This design comes from an exercise in tuning for small area on the open sky130 flow, not from production work. Where RTL was checked, it was by simulation tests only, not by an equivalence proof against the original. Power and IR drop assume default switching activity.

## v6
==> flow/design.v <==
package cnn_pkg;
    localparam int IMG_DIM     = 6;
    localparam int KER_DIM     = 3;
    localparam int NUM_KERNELS = 2;
    localparam int MAP_DIM     = IMG_DIM - KER_DIM + 1;
    localparam int NUM_FEATURES = NUM_KERNELS * (MAP_DIM / 2) * (MAP_DIM / 2);
    localparam int NUM_CLASSES  = 4;
    localparam int CONV_WEIGHTS  = NUM_KERNELS * KER_DIM * KER_DIM;
    localparam int TOTAL_WEIGHTS = CONV_WEIGHTS + NUM_CLASSES * NUM_FEATURES;
    localparam int WADDR_W       = $clog2(TOTAL_WEIGHTS);
    typedef logic signed [7:0]  pixel_t;
    typedef logic signed [31:0] acc_t;
    typedef struct packed {
        logic               valid;
        logic [WADDR_W-1:0] addr;
    } wt_req_t;
    typedef struct packed {
        logic [$clog2(NUM_KERNELS)-1:0] kernel;
        logic [$clog2(MAP_DIM)-1:0]     row;
        logic [$clog2(MAP_DIM)-1:0]     col;
        acc_t                           sum;
    } map_px_t;
    typedef pixel_t [NUM_FEATURES-1:0] feature_vec_t;
    typedef enum logic [1:0] {
        C_IDLE,
        C_LOAD,
        C_COMPUTE,
        C_EMIT
    } conv_state_t;
    typedef enum logic [1:0] {
        F_IDLE,
        F_COMPUTE,
        F_OUTPUT
    } fc_state_t;
endpackage
`timescale 1ns/1ps
module cnn_top
#(
    parameter int RELU_SHIFT = 4
)
(
    input  logic            clk,
    input  logic            resetn,
    input  logic            weight_tvalid,
    output logic            weight_tready,
    input  cnn_pkg::pixel_t weight_tdata,
    input  logic            image_tvalid,
    output logic            image_tready,
    input  cnn_pkg::pixel_t image_tdata,
    output logic            result_tvalid,
    input  logic            result_tready,
    output cnn_pkg::acc_t   result_tdata,
    output logic            result_tlast
);
    localparam logic [2:0] S_IN  = 3'd0;    
    localparam logic [2:0] S_W   = 3'd1;    
    localparam logic [2:0] S_P   = 3'd2;    
    localparam logic [2:0] S_RW  = 3'd3;    
    localparam logic [2:0] S_RT  = 3'd4;    
    localparam logic [2:0] S_PL  = 3'd5;    
    localparam logic [2:0] S_OUT = 3'd6;    
    logic [399:0]       wring;
    logic [119:0]       pring;
    logic [55:0]        fring;
    logic signed [18:0] acc;
    logic [5:0] c;        
    logic [2:0] pf;       
    logic [3:0] pa;       
    logic [5:0] wt;       
    logic       loaded;
    logic [2:0] st;
    logic       fcm;      
    logic       k;
    logic [2:0] p;        
    logic [1:0] j;
    logic [2:0] R, C;     
    logic [2:0] s;        
    assign wt = {k, j, p};
    logic [7:0] w49, px14;
    logic [6:0] f7;
    assign w49  = wring[399:392];
    assign px14 = pring[119:112];
    assign f7   = fring[55:49];
    logic wfire;
    assign weight_tready = !loaded && (c == wt);
    assign wfire         = weight_tvalid && weight_tready;
    logic [7:0] w_in;
    always_comb
    begin
        if (wfire)
            w_in = weight_tdata;
        else if (st == S_RT)
            w_in = {w49[6:0], w49[7]};
        else
            w_in = w49;
    end
    logic ifire;
    assign image_tready = loaded && (st == S_IN) && (pa == 4'd0);
    assign ifire        = image_tvalid && image_tready;
    logic [2:0] nR, nC;
    always_comb
    begin
        if (C == 3'd5)
        begin
            nC = 3'd0;
            nR = (R == 3'd5) ? 3'd0 : R + 3'd1;
        end
        else
        begin
            nC = C + 3'd1;
            nR = R;
        end
    end
    logic       tap;
    logic [1:0] kr;
    always_comb
    begin
        tap = 1'b0;
        kr  = 2'd0;
        case (pa)
            4'd0, 4'd1, 4'd2:    begin tap = 1'b1; kr = 2'd0; end
            4'd6, 4'd7, 4'd8:    begin tap = 1'b1; kr = 2'd1; end
            4'd12, 4'd13, 4'd14: begin tap = 1'b1; kr = 2'd2; end
            default:             begin tap = 1'b0; kr = 2'd0; end
        endcase
    end
    logic [3:0] sel;
    logic [10:0] tapbits;
    assign sel = {1'b0, s} + ((kr == 2'd1) ? 4'd3 : (kr == 2'd2) ? 4'd6 : 4'd0);
    genvar g;
    generate
        for (g = 0; g < 11; g++)
        begin : g_tap
            assign tapbits[g] = wring[8*g+7];
        end
    endgenerate
    logic wbit;
    assign wbit = fcm ? wring[7] : tapbits[sel];
    logic mac, first, neg, add;
    assign mac   = (st == S_P) && (fcm || tap);
    assign first = (st == S_P) && (fcm ? (pf == 3'd0) : (pa == 4'd0));
    assign neg   = (p == 3'd0);
    assign add   = mac && wbit;
    logic [7:0]  op;
    logic [18:0] opx, tx, base;
    assign op   = fcm ? {1'b0, f7} : px14;
    assign opx  = {{11{op[7]}}, op};
    assign tx   = add ? (neg ? ~opx : opx) : 19'd0;
    assign base = first ? (neg ? 19'd0 : {acc[17:0], 1'b0}) : acc;
    logic [6:0] q;
    always_comb
    begin
        if (acc[18])
            q = 7'd0;
        else if (|acc[17:RELU_SHIFT+7])
            q = 7'd127;
        else
            q = acc[RELU_SHIFT+6:RELU_SHIFT];
    end
    logic [2:0] f;
    logic       pfirst, pwr;
    assign f      = {k, R[2], C[2]};
    assign pfirst = !R[0] && !C[0];
    assign pwr    = (st == S_PL) && (pf == f) && (pfirst || q > f7);
    logic conv_go, fc_go;
    assign conv_go = (pa == 4'd14) && (k ? (c >= 6'd23 && c <= 6'd27) : (c >= 6'd14 && c <= 6'd18));
    assign fc_go   = (pf == 3'd7) && (c == {1'b1, j, 3'b000});
    logic [18:0] acc_sum;
    logic [19:0] acc_cy;
    always_comb
    begin
        acc_cy[0] = add && neg;
        for (int i = 0; i < 19; i++)
        begin
            acc_sum[i]  = base[i] ^ tx[i] ^ acc_cy[i];
            acc_cy[i+1] = (base[i] & tx[i]) | (acc_cy[i] & (base[i] ^ tx[i]));
        end
    end
    always_ff @(posedge clk)
    begin
        wring <= {wring[391:0], w_in};
        pring <= {pring[111:0], ifire ? image_tdata : px14};
        fring <= {fring[48:0], pwr ? q : f7};
        acc   <= acc_sum;
        if (st == S_W && conv_go)
            s <= c[2:0] + (k ? 3'd1 : 3'd2);
    end
    always_ff @(posedge clk or negedge resetn)
    begin
        if (!resetn)
        begin
            c      <= 6'd14;
            pf     <= 3'd1;
            pa     <= 4'd0;
            loaded <= 1'b0;
            st     <= S_IN;
            fcm    <= 1'b0;
            k      <= 1'b0;
            j      <= 2'd1;
            p      <= 3'd6;
            R      <= 3'd5;
            C      <= 3'd5;
        end
        else
        begin
            c  <= (&c) ? 6'd14 : c + 6'd1;
            pf <= pf + 3'd1;
            pa <= (ifire || pa == 4'd14) ? 4'd0 : pa + 4'd1;
            if (wfire)
            begin
                {k, j, p} <= wt + 6'd1;
                if (&wt)
                    loaded <= 1'b1;
            end
            case (st)
                S_IN:
                begin
                    if (ifire)
                    begin
                        R <= nR;
                        C <= nC;
                        if ((nR >= 3'd2) && (nC >= 3'd2))
                            st <= S_W;
                    end
                end
                S_W:
                begin
                    if (fcm ? fc_go : conv_go)
                        st <= S_P;
                end
                S_P:
                begin
                    if (fcm ? (pf == 3'd7) : (pa == 4'd14))
                    begin
                        p  <= p + 3'd1;
                        st <= S_RW;
                    end
                end
                S_RW:
                begin
                    if (&c)
                        st <= S_RT;
                end
                S_RT:
                begin
                    if (&c)
                        st <= (p != 3'd0) ? S_W : (fcm ? S_OUT : S_PL);
                end
                S_PL:
                begin
                    if (pf == f)
                    begin
                        k <= !k;
                        if (!k)
                            st <= S_W;
                        else if (R == 3'd5 && C == 3'd5)
                        begin
                            fcm <= 1'b1;
                            st  <= S_W;
                        end
                        else
                            st <= S_IN;
                    end
                end
                S_OUT:
                begin
                    if (result_tready)
                    begin
                        j <= j + 2'd1;
                        if (j == 2'd3)
                        begin
                            fcm <= 1'b0;
                            st  <= S_IN;
                        end
                        else
                            st <= S_W;
                    end
                end
                default:
                    st <= S_IN;
            endcase
        end
    end
    assign result_tvalid = (st == S_OUT);
    assign result_tdata  = {{13{acc[18]}}, acc};
    assign result_tlast  = (j == 2'd3);
endmodule
clock: 11.0 ns
lec_check: 0
cap_margin: 20
core_margin: 2
core_utilization: 65
cts_buf_list: sky130_fd_sc_hd__clkbuf_8 sky130_fd_sc_hd__clkbuf_16
cts_cluster_diameter: 100
cts_cluster_size: 30
slew_margin: 20
run.sh (not shown) runs the stock make flow with config.mk's settings and CLKGATE_MAP_FILE= SYNTH_SCRIPT=/design/flow/synth_recipe.tcl, a recipe that flattens the netlist after the stock synthesis.
Inputs modified between v6 and v7:
-- flow/design.v --
<<< v6, line 166
    assign conv_go = (pa == 4'd14) && (k ? (c >= 6'd23 && c <= 6'd27) : (c >= 6'd14 && c <= 6'd18));
    assign fc_go   = (pf == 3'd7) && (c == {1'b1, j, 3'b000});
    logic [18:0] acc_sum;
    logic [19:0] acc_cy;
    always_comb
    begin
        acc_cy[0] = add && neg;
        for (int i = 0; i < 19; i++)
        begin
            acc_sum[i]  = base[i] ^ tx[i] ^ acc_cy[i];
            acc_cy[i+1] = (base[i] & tx[i]) | (acc_cy[i] & (base[i] ^ tx[i]));
        end
    end
    always_ff @(posedge clk)
    begin
>>> v7, line 166
    assign conv_go = (pa == 4'd14) && (k ? (c >= 6'd23 && c <= 6'd27) : (c >= 6'd14 && c <= 6'd18));
    assign fc_go   = (pf == 3'd7) && (c == {1'b1, j, 3'b000});
    always_ff @(posedge clk)
    begin
<<< v6, line 182
        pring <= {pring[111:0], ifire ? image_tdata : px14};
        fring <= {fring[48:0], pwr ? q : f7};
        acc   <= acc_sum;
        if (st == S_W && conv_go)
            s <= c[2:0] + (k ? 3'd1 : 3'd2);
>>> v7, line 171
        pring <= {pring[111:0], ifire ? image_tdata : px14};
        fring <= {fring[48:0], pwr ? q : f7};
        acc   <= base + tx + {18'd0, add && neg};
        if (st == S_W && conv_go)
            s <= c[2:0] + (k ? 3'd1 : 3'd2);
Results
The area added between synthesis and finish number comes out lower for v7 vs v6.
In the metrics for v6 and v7, the one carrying the lower relative contribution of the clock network to total power is v6.
Summary of v7 over v6: post-synthesis compound-gate area fraction up 1.9 points, core utilization up 0.55 points, sequential power flat.
Only the layout flow was run in v7; the RTL was not checked for function there.

afterwards: timing with drivers on the ports:
How much do the figures lean on ideal ports? The routed layouts below were timed once more, with nothing changed but the port constraints. Step 1 assumes that a clkbuf_16 drives the clock port and a buf_2 every other input. Step 2, shift: input delay + t, output delay - t, t = (earliest + latest rising clock arrival at the registers) / 2. This alone moves slack from input paths to output paths. Three values: ideal ports, drivers, drivers and shift; two values: the first two.
run | t (ns) | setup slack, ns | worst setup path after step 2
v6 | 0.589 | 0.506 / 0.506 / 0.506 | register to register
v7 | 0.595 | 5.530 / 5.530 / 5.530 | register to register
After both steps setup and hold are still met in every run listed.
